Context: an optimization exercise on an open-source flow, tuned for small area, a short achievable clock period and few clock cycles. The choices shown serve that exercise and are no tape-out recipe.
In this exercise RTL edits were held to simulation tests only and were not proved equivalent to the original.
Power and IR drop assume default switching activity.

==> flow/design.v <==
`default_nettype none
package mips_pkg;
    localparam int DATA_W      = 32;
    localparam int REG_ADDR_W  = 5;
    localparam int REG_COUNT   = 2 ** REG_ADDR_W;
    localparam int INSTR_BYTES = 4;                
    localparam int WORD_OFF_W  = 2;                
    typedef enum logic [5:0] {
        OP_SPECIAL = 6'h00,
        OP_ADDI    = 6'h08,
        OP_ANDI    = 6'h0C,
        OP_ORI     = 6'h0D,
        OP_LUI     = 6'h0F,
        OP_LW      = 6'h23,
        OP_SW      = 6'h2B,
        OP_HALT    = 6'h3F
    } opcode_e;
    typedef enum logic [5:0] {
        FN_ADDU = 6'h21,
        FN_SUBU = 6'h23,
        FN_AND  = 6'h24,
        FN_OR   = 6'h25,
        FN_XOR  = 6'h26,
        FN_SLT  = 6'h2A
    } funct_e;
    typedef enum logic [2:0] {
        ALU_ADD,
        ALU_SUB,
        ALU_AND,
        ALU_OR,
        ALU_XOR,
        ALU_SLT,
        ALU_LUI
    } alu_op_e;
    typedef enum logic [1:0] {
        FWD_NONE = 2'd0,
        FWD_MEM  = 2'd1,
        FWD_WB   = 2'd2
    } fwd_sel_e;
    typedef struct packed {
        alu_op_e alu_op;
        logic    alu_src;                          
        logic    reg_write;
        logic    mem_read;
        logic    mem_write;
        logic    halt;
    } ctrl_t;
    typedef struct packed {
        logic [DATA_W-1:0] instr;
        logic              valid;
    } if_id_t;
    typedef struct packed {
        ctrl_t                 ctrl;
        logic [DATA_W-1:0]     data_a;
        logic [DATA_W-1:0]     data_b;
        logic [DATA_W-1:0]     imm;
        logic [REG_ADDR_W-1:0] rs;
        logic [REG_ADDR_W-1:0] rt;
        logic [REG_ADDR_W-1:0] dest;
    } id_ex_t;
    typedef struct packed {
        ctrl_t                 ctrl;
        logic [DATA_W-1:0]     alu_result;
        logic [DATA_W-1:0]     store_data;
        logic [REG_ADDR_W-1:0] dest;
    } ex_mem_t;
    typedef struct packed {
        logic                  reg_write;
        logic [REG_ADDR_W-1:0] dest;
        logic [DATA_W-1:0]     data;
    } wb_t;
endpackage
`default_nettype wire
`timescale 1ns/1ns
`default_nettype none
import mips_pkg::*;
module mips_fetch
#(
    parameter int IMEM_BYTES = 256
) (
    input  logic                          i_clock,
    input  logic                          i_rst,
    input  logic                          i_pipeline_enable,
    input  logic                          i_stall,
    input  logic                          i_halt_seen,
    input  logic                          i_imem_write_en,
    input  logic [$clog2(IMEM_BYTES)-1:0] i_imem_addr,
    input  logic [7:0]                    i_imem_data,
    output mips_pkg::if_id_t                        o_if_id,
    output logic [DATA_W-1:0]             o_pc
);
    localparam int IA_W = $clog2(IMEM_BYTES);
    logic [7:0]        imem [IMEM_BYTES];
    logic [DATA_W-1:0] pc_q;
    logic              halted_q;
    mips_pkg::if_id_t            if_id_q;
    logic [IA_W-1:0]   idx;
    logic [DATA_W-1:0] word;
    assign idx  = pc_q[IA_W-1:0];
    assign word = {imem[idx], imem[idx + IA_W'(1)], imem[idx + IA_W'(2)], imem[idx + IA_W'(3)]};
    always_ff @(posedge i_clock) begin
        if (i_imem_write_en) begin
            imem[i_imem_addr] <= i_imem_data;      
        end
    end
    always_ff @(posedge i_clock) begin
        if (i_rst) begin
            pc_q     <= '0;
            halted_q <= 1'b0;
            if_id_q  <= '0;
        end else if (i_pipeline_enable && !i_stall) begin
            if (halted_q || i_halt_seen) begin
                halted_q <= 1'b1;                  
                if_id_q  <= '0;
            end else begin
                pc_q          <= pc_q + DATA_W'(INSTR_BYTES);
                if_id_q.instr <= word;
                if_id_q.valid <= 1'b1;
            end
        end
    end
    assign o_if_id = if_id_q;
    assign o_pc    = pc_q;
endmodule
`default_nettype wire
`timescale 1ns/1ns
`default_nettype none
import mips_pkg::*;
module mips_decode
(
    input  logic                  i_clock,
    input  logic                  i_rst,
    input  logic                  i_pipeline_enable,
    input  logic                  i_stall,
    input  mips_pkg::if_id_t                i_if_id,
    input  mips_pkg::wb_t                   i_wb,
    input  logic [REG_ADDR_W-1:0] i_reg_addr,
    output mips_pkg::id_ex_t                o_id_ex,
    output logic                  o_halt_seen,
    output logic [DATA_W-1:0]     o_reg_data
);
    logic [DATA_W-1:0]     regs [REG_COUNT];
    logic                  wb_active;
    logic [5:0]            opcode;
    logic [5:0]            funct;
    logic [REG_ADDR_W-1:0] rs;
    logic [REG_ADDR_W-1:0] rt;
    logic [REG_ADDR_W-1:0] rd;
    logic [15:0]           imm16;
    mips_pkg::ctrl_t                 ctrl;
    logic                  sign_ext;
    mips_pkg::id_ex_t                id_ex_d;
    mips_pkg::id_ex_t                id_ex_q;
    assign wb_active = i_pipeline_enable && i_wb.reg_write && (i_wb.dest != '0);
    function automatic logic [DATA_W-1:0] read_reg(input logic [REG_ADDR_W-1:0] addr);
        if (wb_active && (i_wb.dest == addr)) begin
            read_reg = i_wb.data;
        end else begin
            read_reg = regs[addr];
        end
    endfunction
    always_ff @(posedge i_clock) begin
        if (i_rst) begin
            for (int i = 0; i < REG_COUNT; i++) begin
                regs[i] <= '0;
            end
        end else if (wb_active) begin
            regs[i_wb.dest] <= i_wb.data;
        end
    end
    assign opcode = i_if_id.instr[31:26];
    assign rs     = i_if_id.instr[25:21];
    assign rt     = i_if_id.instr[20:16];
    assign rd     = i_if_id.instr[15:11];
    assign funct  = i_if_id.instr[5:0];
    assign imm16  = i_if_id.instr[15:0];
    always_comb begin
        ctrl     = '0;
        sign_ext = 1'b0;
        if (i_if_id.valid) begin
            case (opcode)
                OP_SPECIAL: begin
                    ctrl.reg_write = 1'b1;
                    case (funct)
                        FN_ADDU: ctrl.alu_op = ALU_ADD;
                        FN_SUBU: ctrl.alu_op = ALU_SUB;
                        FN_AND:  ctrl.alu_op = ALU_AND;
                        FN_OR:   ctrl.alu_op = ALU_OR;
                        FN_XOR:  ctrl.alu_op = ALU_XOR;
                        FN_SLT:  ctrl.alu_op = ALU_SLT;
                        default: ctrl.reg_write = 1'b0;    
                    endcase
                end
                OP_ADDI: begin
                    ctrl.alu_op    = ALU_ADD;
                    ctrl.alu_src   = 1'b1;
                    ctrl.reg_write = 1'b1;
                    sign_ext       = 1'b1;
                end
                OP_ANDI: begin
                    ctrl.alu_op    = ALU_AND;
                    ctrl.alu_src   = 1'b1;
                    ctrl.reg_write = 1'b1;
                end
                OP_ORI: begin
                    ctrl.alu_op    = ALU_OR;
                    ctrl.alu_src   = 1'b1;
                    ctrl.reg_write = 1'b1;
                end
                OP_LUI: begin
                    ctrl.alu_op    = ALU_LUI;
                    ctrl.alu_src   = 1'b1;
                    ctrl.reg_write = 1'b1;
                end
                OP_LW: begin
                    ctrl.alu_op    = ALU_ADD;
                    ctrl.alu_src   = 1'b1;
                    ctrl.reg_write = 1'b1;
                    ctrl.mem_read  = 1'b1;
                    sign_ext       = 1'b1;
                end
                OP_SW: begin
                    ctrl.alu_op    = ALU_ADD;
                    ctrl.alu_src   = 1'b1;
                    ctrl.mem_write = 1'b1;
                    sign_ext       = 1'b1;
                end
                OP_HALT: ctrl.halt = 1'b1;
                default: ctrl = '0;
            endcase
        end
    end
    always_comb begin
        id_ex_d.ctrl   = ctrl;
        id_ex_d.data_a = read_reg(rs);
        id_ex_d.data_b = read_reg(rt);
        id_ex_d.imm    = {{16{sign_ext & imm16[15]}}, imm16};
        id_ex_d.rs     = rs;
        id_ex_d.rt     = rt;
        id_ex_d.dest   = (opcode == OP_SPECIAL) ? rd : rt;
    end
    always_ff @(posedge i_clock) begin
        if (i_rst) begin
            id_ex_q <= '0;
        end else if (i_pipeline_enable) begin
            id_ex_q <= i_stall ? '0 : id_ex_d;     
        end
    end
    assign o_id_ex     = id_ex_q;
    assign o_halt_seen = i_if_id.valid && (opcode == OP_HALT);
    assign o_reg_data  = read_reg(i_reg_addr);
endmodule
`default_nettype wire
`timescale 1ns/1ns
`default_nettype none
import mips_pkg::*;
module mips_execute
(
    input  logic     i_clock,
    input  logic     i_rst,
    input  logic     i_pipeline_enable,
    input  mips_pkg::id_ex_t   i_id_ex,
    input  mips_pkg::fwd_sel_e i_fwd_a,
    input  mips_pkg::fwd_sel_e i_fwd_b,
    input  mips_pkg::ex_mem_t  i_ex_mem_fwd,
    input  mips_pkg::wb_t      i_wb,
    output mips_pkg::ex_mem_t  o_ex_mem
);
    logic [DATA_W-1:0] op_a;
    logic [DATA_W-1:0] reg_b;
    logic [DATA_W-1:0] op_b;
    logic [DATA_W-1:0] result;
    mips_pkg::ex_mem_t           ex_mem_q;
    function automatic logic [DATA_W-1:0] pick(
        input mips_pkg::fwd_sel_e          sel,
        input logic [DATA_W-1:0] stage_val
    );
        case (sel)
            FWD_MEM: pick = i_ex_mem_fwd.alu_result;
            FWD_WB:  pick = i_wb.data;
            default: pick = stage_val;
        endcase
    endfunction
    assign op_a  = pick(i_fwd_a, i_id_ex.data_a);
    assign reg_b = pick(i_fwd_b, i_id_ex.data_b);     
    assign op_b  = i_id_ex.ctrl.alu_src ? i_id_ex.imm : reg_b;
    always_comb begin
        case (i_id_ex.ctrl.alu_op)
            ALU_ADD: result = op_a + op_b;
            ALU_SUB: result = op_a - op_b;
            ALU_AND: result = op_a & op_b;
            ALU_OR:  result = op_a | op_b;
            ALU_XOR: result = op_a ^ op_b;
            ALU_SLT: result = {{(DATA_W-1){1'b0}}, $signed(op_a) < $signed(op_b)};
            ALU_LUI: result = {op_b[15:0], 16'h0000};
            default: result = '0;
        endcase
    end
    always_ff @(posedge i_clock) begin
        if (i_rst) begin
            ex_mem_q <= '0;
        end else if (i_pipeline_enable) begin
            ex_mem_q.ctrl       <= i_id_ex.ctrl;
            ex_mem_q.alu_result <= result;
            ex_mem_q.store_data <= reg_b;
            ex_mem_q.dest       <= i_id_ex.dest;
        end
    end
    assign o_ex_mem = ex_mem_q;
endmodule
`default_nettype wire
`timescale 1ns/1ns
`default_nettype none
import mips_pkg::*;
module mips_memory
#(
    parameter int DMEM_WORDS = 32
) (
    input  logic                          i_clock,
    input  logic                          i_rst,
    input  logic                          i_pipeline_enable,
    input  mips_pkg::ex_mem_t                       i_ex_mem,
    input  logic [$clog2(DMEM_WORDS)-1:0] i_mem_addr,
    output mips_pkg::wb_t                           o_wb,
    output logic [DATA_W-1:0]             o_mem_data,
    output logic                          o_halt
);
    localparam int DA_W = $clog2(DMEM_WORDS);
    logic [DATA_W-1:0] dmem [DMEM_WORDS];
    logic [DA_W-1:0]   idx;
    logic [DATA_W-1:0] load_data;
    mips_pkg::wb_t               wb_q;
    logic              halt_q;
    assign idx       = i_ex_mem.alu_result[DA_W+WORD_OFF_W-1:WORD_OFF_W];
    assign load_data = dmem[idx];
    always_ff @(posedge i_clock) begin
        if (i_pipeline_enable && i_ex_mem.ctrl.mem_write) begin
            dmem[idx] <= i_ex_mem.store_data;
        end
    end
    always_ff @(posedge i_clock) begin
        if (i_rst) begin
            wb_q   <= '0;
            halt_q <= 1'b0;
        end else if (i_pipeline_enable) begin
            wb_q.reg_write <= i_ex_mem.ctrl.reg_write;
            wb_q.dest      <= i_ex_mem.dest;
            wb_q.data      <= i_ex_mem.ctrl.mem_read ? load_data : i_ex_mem.alu_result;
            if (i_ex_mem.ctrl.halt) begin
                halt_q <= 1'b1;                    
            end
        end
    end
    assign o_wb       = wb_q;
    assign o_halt     = halt_q;
    assign o_mem_data = dmem[i_mem_addr];
endmodule
`default_nettype wire
`timescale 1ns/1ns
`default_nettype none
import mips_pkg::*;
module mips_hazard
(
    input  mips_pkg::id_ex_t   i_id_ex,
    input  mips_pkg::ex_mem_t  i_ex_mem,
    input  mips_pkg::wb_t      i_wb,
    input  mips_pkg::if_id_t   i_if_id,
    output mips_pkg::fwd_sel_e o_fwd_a,
    output mips_pkg::fwd_sel_e o_fwd_b,
    output logic     o_stall
);
    logic [REG_ADDR_W-1:0] id_rs;
    logic [REG_ADDR_W-1:0] id_rt;
    logic                  load_in_ex;
    function automatic mips_pkg::fwd_sel_e fwd_for(input logic [REG_ADDR_W-1:0] src);
        if (i_ex_mem.ctrl.reg_write && (i_ex_mem.dest != '0) && (i_ex_mem.dest == src)) begin
            fwd_for = FWD_MEM;
        end else if (i_wb.reg_write && (i_wb.dest != '0) && (i_wb.dest == src)) begin
            fwd_for = FWD_WB;
        end else begin
            fwd_for = FWD_NONE;
        end
    endfunction
    assign o_fwd_a = fwd_for(i_id_ex.rs);
    assign o_fwd_b = fwd_for(i_id_ex.rt);
    assign id_rs      = i_if_id.instr[25:21];
    assign id_rt      = i_if_id.instr[20:16];
    assign load_in_ex = i_id_ex.ctrl.mem_read && (i_id_ex.dest != '0);
    assign o_stall = load_in_ex && i_if_id.valid &&
                     ((i_id_ex.dest == id_rs) || (i_id_ex.dest == id_rt));
endmodule
`default_nettype wire
`timescale 1ns/1ns
`default_nettype none
import mips_pkg::*;
module mips_pipeline
#(
    parameter int IMEM_BYTES = 256,
    parameter int DMEM_WORDS = 32
) (
    input  logic                          i_clock,
    input  logic                          i_rst,
    input  logic                          i_pipeline_enable,
    input  logic                          i_imem_write_en,
    input  logic [$clog2(IMEM_BYTES)-1:0] i_imem_addr,
    input  logic [7:0]                    i_imem_data,
    input  logic [REG_ADDR_W-1:0]         i_reg_addr,
    input  logic [$clog2(DMEM_WORDS)-1:0] i_mem_addr,
    output logic [DATA_W-1:0]             o_reg_data,
    output logic [DATA_W-1:0]             o_mem_data,
    output logic [DATA_W-1:0]             o_pc,
    output logic                          o_halt
);
    mips_pkg::if_id_t   if_id;
    mips_pkg::id_ex_t   id_ex;
    mips_pkg::ex_mem_t  ex_mem;
    mips_pkg::wb_t      wb;
    mips_pkg::fwd_sel_e fwd_a;
    mips_pkg::fwd_sel_e fwd_b;
    logic     stall;
    logic     halt_seen;
    mips_fetch #(
        .IMEM_BYTES(IMEM_BYTES)
    ) u_fetch (
        .i_clock          (i_clock),
        .i_rst            (i_rst),
        .i_pipeline_enable(i_pipeline_enable),
        .i_stall          (stall),
        .i_halt_seen      (halt_seen),
        .i_imem_write_en  (i_imem_write_en),
        .i_imem_addr      (i_imem_addr),
        .i_imem_data      (i_imem_data),
        .o_if_id          (if_id),
        .o_pc             (o_pc)
    );
    mips_decode u_decode (
        .i_clock          (i_clock),
        .i_rst            (i_rst),
        .i_pipeline_enable(i_pipeline_enable),
        .i_stall          (stall),
        .i_if_id          (if_id),
        .i_wb             (wb),
        .i_reg_addr       (i_reg_addr),
        .o_id_ex          (id_ex),
        .o_halt_seen      (halt_seen),
        .o_reg_data       (o_reg_data)
    );
    mips_execute u_execute (
        .i_clock          (i_clock),
        .i_rst            (i_rst),
        .i_pipeline_enable(i_pipeline_enable),
        .i_id_ex          (id_ex),
        .i_fwd_a          (fwd_a),
        .i_fwd_b          (fwd_b),
        .i_ex_mem_fwd     (ex_mem),
        .i_wb             (wb),
        .o_ex_mem         (ex_mem)
    );
    mips_memory #(
        .DMEM_WORDS(DMEM_WORDS)
    ) u_memory (
        .i_clock          (i_clock),
        .i_rst            (i_rst),
        .i_pipeline_enable(i_pipeline_enable),
        .i_ex_mem         (ex_mem),
        .i_mem_addr       (i_mem_addr),
        .o_wb             (wb),
        .o_mem_data       (o_mem_data),
        .o_halt           (o_halt)
    );
    mips_hazard u_hazard (
        .i_id_ex (id_ex),
        .i_ex_mem(ex_mem),
        .i_wb    (wb),
        .i_if_id (if_id),
        .o_fwd_a (fwd_a),
        .o_fwd_b (fwd_b),
        .o_stall (stall)
    );
endmodule
`default_nettype wire
==> flow/run.sh <==
#!/bin/bash
# synth_recipe.tcl (not shown) runs the flow's synth.tcl, then flattens the netlist and writes it again
# the make line also repeats each setting of config.mk as NAME=value (left out here)
make -C /OpenROAD-flow-scripts/flow DESIGN_CONFIG=/design/flow/config.mk WORK_HOME=/design/flow/orfs CLKGATE_MAP_FILE= SYNTH_SCRIPT=/design/flow/synth_recipe.tcl finish
==> flow/config.mk <==
export PLATFORM = sky130hd
export DESIGN_NAME = mips_pipeline
export DESIGN_NICKNAME = mips_pipeline
export VERILOG_FILES = /design/flow/design.v
export SDC_FILE = /design/flow/constraint.sdc
export NUM_CORES = 4
export LEC_CHECK = 0
export CAP_MARGIN = 20
export CORE_MARGIN = 2
export CORE_UTILIZATION = 40
export SLEW_MARGIN = 20
==> flow/constraint.sdc <==
create_clock -name core_clock -period 7.0 [get_ports {i_clock}]
set_input_delay 1.4000 -clock core_clock [delete_from_list [all_inputs] [get_ports {i_clock}]]
set_output_delay 1.4000 -clock core_clock [all_outputs]
set_load 0.01 [all_outputs]
==> run_results.csv <==
group,metric,value,unit
synthesis,synth-xor-area-share,0.403,%
timing,rsz0062_at_grt,"false",
floorplanning,dieArea,0.521,mm2
timing,finalSetupViolations,0,
synthesis,syn-cell-area,0.206,mm2
routing,antenna_left,0,
global_routing,grt_busiest_layer,"met2",
critical_path,ff2ff_path_depth,16,
global_routing,use_met3,4.65,%
finish,drive_gt1_share,30.6,%
critical_path,endpoint_kind,"register",
floorplanning,rows,263,
clock_tree,clk_latency,1070,ps
timing,whs,451,ps
global_routing,gr-total-overflow,0,
hold_path,min_to,"u_decode.id_ex_q[65]",
synthesis,synth_mux_area_share,26.2,%
routing,vias,117000,
clock_tree,clk_pin_slew,60,ps
finish,instances_no_fill,18600,
outcome,status,"timing/DRC/antenna clean",
pwr,power.leakage,0.0714,uW
timing,worst_slew_pin_slew,1270,ps
finish,syn_to_final_growth,12.5,%
pwr,p_per_area,262,mW/mm2
global_routing,grt_max_degree,177,
clock_tree,postCtsSetupBuffers,0,
hold_path,hold_depth,2,
global_routing,use_met1,32.9,%
routing,routed_wl,654,mm
pwr,max-vdd-ir-drop,242,uV
finish,mostFrequentLayoutCells,"edfxtp_1 (4096), mux4_2 (2248), and2_1 (1000), nor2_1 (615), clkbuf_16 (467)",
timing,slew_headroom,12.9,%
timing,setup_tns,0,ps
synthesis,ys_ff_latch,4397,
clock_tree,cts.sinks,4397,
synthesis,synth_compound_gate_area_share,2.45,%
critical_path,reg2reg_from,"u_memory.wb_q[33]",
synthesis,synth_fa_ha_area_share,0.614,%
timing,drv_slew,0,
floorplanning,start_util,40.2,%
finish,final_common_cell,"edfxtp_1",
routing,viasPerCell,6.31,
place,placedCellCount,17700,
clock_tree,cts_buffer_depth,4,
timing,fin_crit,6480,ps
synthesis,ys_types,95,
finish,layout.nets,11500,
hold_path,hp-start,"u_decode.id_ex_q[65]",
run,drv_cap,0,
hold_path,worst_hold_path_type,"reg -> reg",
routing,drtIter0Drc,16500,
synthesis,avgSynthCellArea,18.2,um2
global_routing,use_met2,39.1,%
floorplanning,num_io_pins,127,
timing,finClkSkew,121,ps
clock_tree,cts-resized-gates,0,
critical_path,arrival,7440,ps
routing,drtPass1Iterations,6,
routing,routedWlPerCell,35.2,um
synthesis,synth-edff-count,4096,
synthesis,yosysWarnings,5,
global_routing,first_global_vias,118000,
critical_path,rr_endpoint,"u_execute.ex_mem_q[67]",
clock_tree,cts_tree,"yes",
critical_path,required,7960,ps
timing,setup_slack,524,ps
place,hpwl,386,mm
timing,fin_crit_sh,92.5,%
global_routing,track_usage,24.7,%
clock_tree,htreeDepth,5,
pwr,finalPower,60900,uW
floorplanning,die_h,722,um
synthesis,synth_ff_type,"edfxtp_1",
critical_path,worstSetupPathType,"reg -> reg",
critical_path,crit_fanout,17,
place,gp_congestion,0.944,
place,portBuffers,124,
critical_path,crit_path_start_kind,"register",
timing,fmax,154,MHz
synthesis,synth_top_family_by_area,"multiplexers",
place,preCtsSetupSlack,687,ps
synthesis,synthSimpleGateAreaFrac,5.64,%
synthesis,synth_cells,11300,
synthesis,yosysSeqAreaShare,62.6,%
floorplanning,dieWidth,722,um
global_routing,antenna_found_initial,40,
timing,final-hold-violation-count,0,
clock_tree,cts_made_buffers,460,
synthesis,async_reset_ff_share,0,%
clock_tree,cts_hold_buffers,0,
clock_tree,root_buffer,"clkbuf_16",
routing,drc,0,
floorplanning,core_area,0.513,mm2
global_routing,grt_pass1_wl,914,mm
critical_path,reg2reg_slack,520,ps
[where the power goes]
part / internal [uW] / switching (uW) / total, uW
Combinational: 2770 / 3620 / 6380
Sequential: 29000 / 510 / 29500
Clock: 14300 / 10600 / 25000
Total: 46100 / 14700 / 60900
[area by class of cell]
cell class	instances	area, um2
timing repair buffer	519	5140
tap	6757	8450
clock buffer	570	12200
multi-input combinational	5882	73600
clock inverter	290	3170
antenna	35	87.6
sequential	4397	129000
fill	43100	281000
inverter	102	388
[flip-flops by register name (all words and copies together) (netlist names), named ones only]
signal,flops
u_decode.id_ex_q,104
u_decode.regs,1024
u_execute.ex_mem_q,73
u_fetch.halted_q,1
u_fetch.if_id_q,33
u_fetch.imem,2048
u_fetch.pc_q,30
u_memory.dmem,1024
u_memory.halt_q,1
u_memory.wb_q,38
[layer usage]
metal | up-vias | share of wire [%]
met2 | 6820 | 47
li1 | 46400 | -
met4 | 10 | 5.5
met5 | - | 0.011
met1 | 62400 | 38
met3 | 1370 | 9.3
[worst max path at each step]
stage	from	to	slack, ps	cells after the start
finish	u_memory.wb_q[33]	u_execute.ex_mem_q[67]	520	16
global route	u_memory.wb_q[33]	u_execute.ex_mem_q[65]	450	16
CTS	u_memory.wb_q[33]	u_execute.ex_mem_q[67]	730	16
detailed placement	u_memory.wb_q[33]	u_execute.ex_mem_q[67]	690	16
global placement	u_memory.wb_q[33]	u_execute.ex_mem_q[67]	640	16
floorplan	i_mem_addr[0]	o_mem_data[0]	1960	6
[per-stage QoR]
step	area [um2]	util, %
final	232000	45.2
after global routing	232000	45.2
after CTS	232000	45.2
after detailed placement	217000	42.2
after global placement	216000	42.2
after floorplan	206000	-
[critical path, stage by stage (launching register included)]
cell	delay [ps]
dfxtp_1	340
or2_1	640
o41ai_4	180
nor4_4	560
buf_4	440
mux2i_1	740
o21ai_0	310
ha_1	540
inv_1	140
o31ai_1	640
a2111oi_0	250
a2111oi_1	680
buf_4	250
o21bai_1	100
a21oi_1	270
mux2i_1	110
a211o_1	220
[Yosys cell counts (all sizes together), types with 8 or more instances]
library cell  number  share of area (%)
a21oi            248               0.60
mux2              67               0.37
nor3              27              0.073
clkbuf           715                1.3
nand2b            18              0.055
and2            1000                3.0
nand2            321               0.58
xnor2             64               0.27
nand3b            10              0.036
nor2             682                1.2
a221oi            14              0.062
xor2              31               0.13
a31oi             10              0.030
o21bai             8              0.029
nand3             57               0.14
o31ai             12              0.044
o22ai             13              0.039
inv              102               0.19
nand4             13              0.042
a21o              28               0.10
and3              10              0.031
edfxtp          4096                 60
mux2i            272                1.3
buf              276               0.62
o21a               8              0.029
nor2b             27              0.083
mux4            2248                 25
or2               41               0.12
or3               14              0.042
a211oi            49               0.18
o211ai            13              0.047
a22oi             82               0.30
ha                98               0.59
dfxtp            301                2.9
o21ai            249               0.61
o221ai            13              0.055
nor4              13              0.060
[cell families (layout without fill, tap and decap cells)]
| family | Yosys count | in the layout |
|---|---|---|
| fa+ha+maj | 100 | 100 |
| mux | 2587 | 2587 |
| other cells | 1 | 69 |
| buf+inv | 1093 | 1481 |
| compound gates | 811 | 811 |
| xor+xnor | 95 | 95 |
| simple gates | 2255 | 2255 |
| flops | 4397 | 4397 |
Testbench counts, summed over its fixed seeds: cycles 20,137.

[port drivers added, routing unchanged]
In the flow no input, the clock included, has a driving cell. The finished layout below was timed again as built, in two steps. Step 1 sets driving cells, clkbuf_16 on the clock port and buf_2 on the other inputs (assumed; they add their load-dependent delay and slew). Step 2 adds t to the input delays and takes it off the output delays; t is the mean of the earliest and latest rising clock arrival at the registers after step 1. Input paths then give back, and output paths get back, about the clock's delay inside the block. Three values: ideal, step 1, step 2; two values: the first two.
t, ns: 1.128
setup slack, ns: 0.524 / 0.524 / 0.524
worst hold slack (ns): 0.451 / 0.451 / 0.451
slew at the worst register clock pin (ns): 0.08 / 0.08
After both steps setup and hold are still met in this run. The setup slack of this run moves by 0.000 ns with the drivers and by 0.000 ns with both steps.
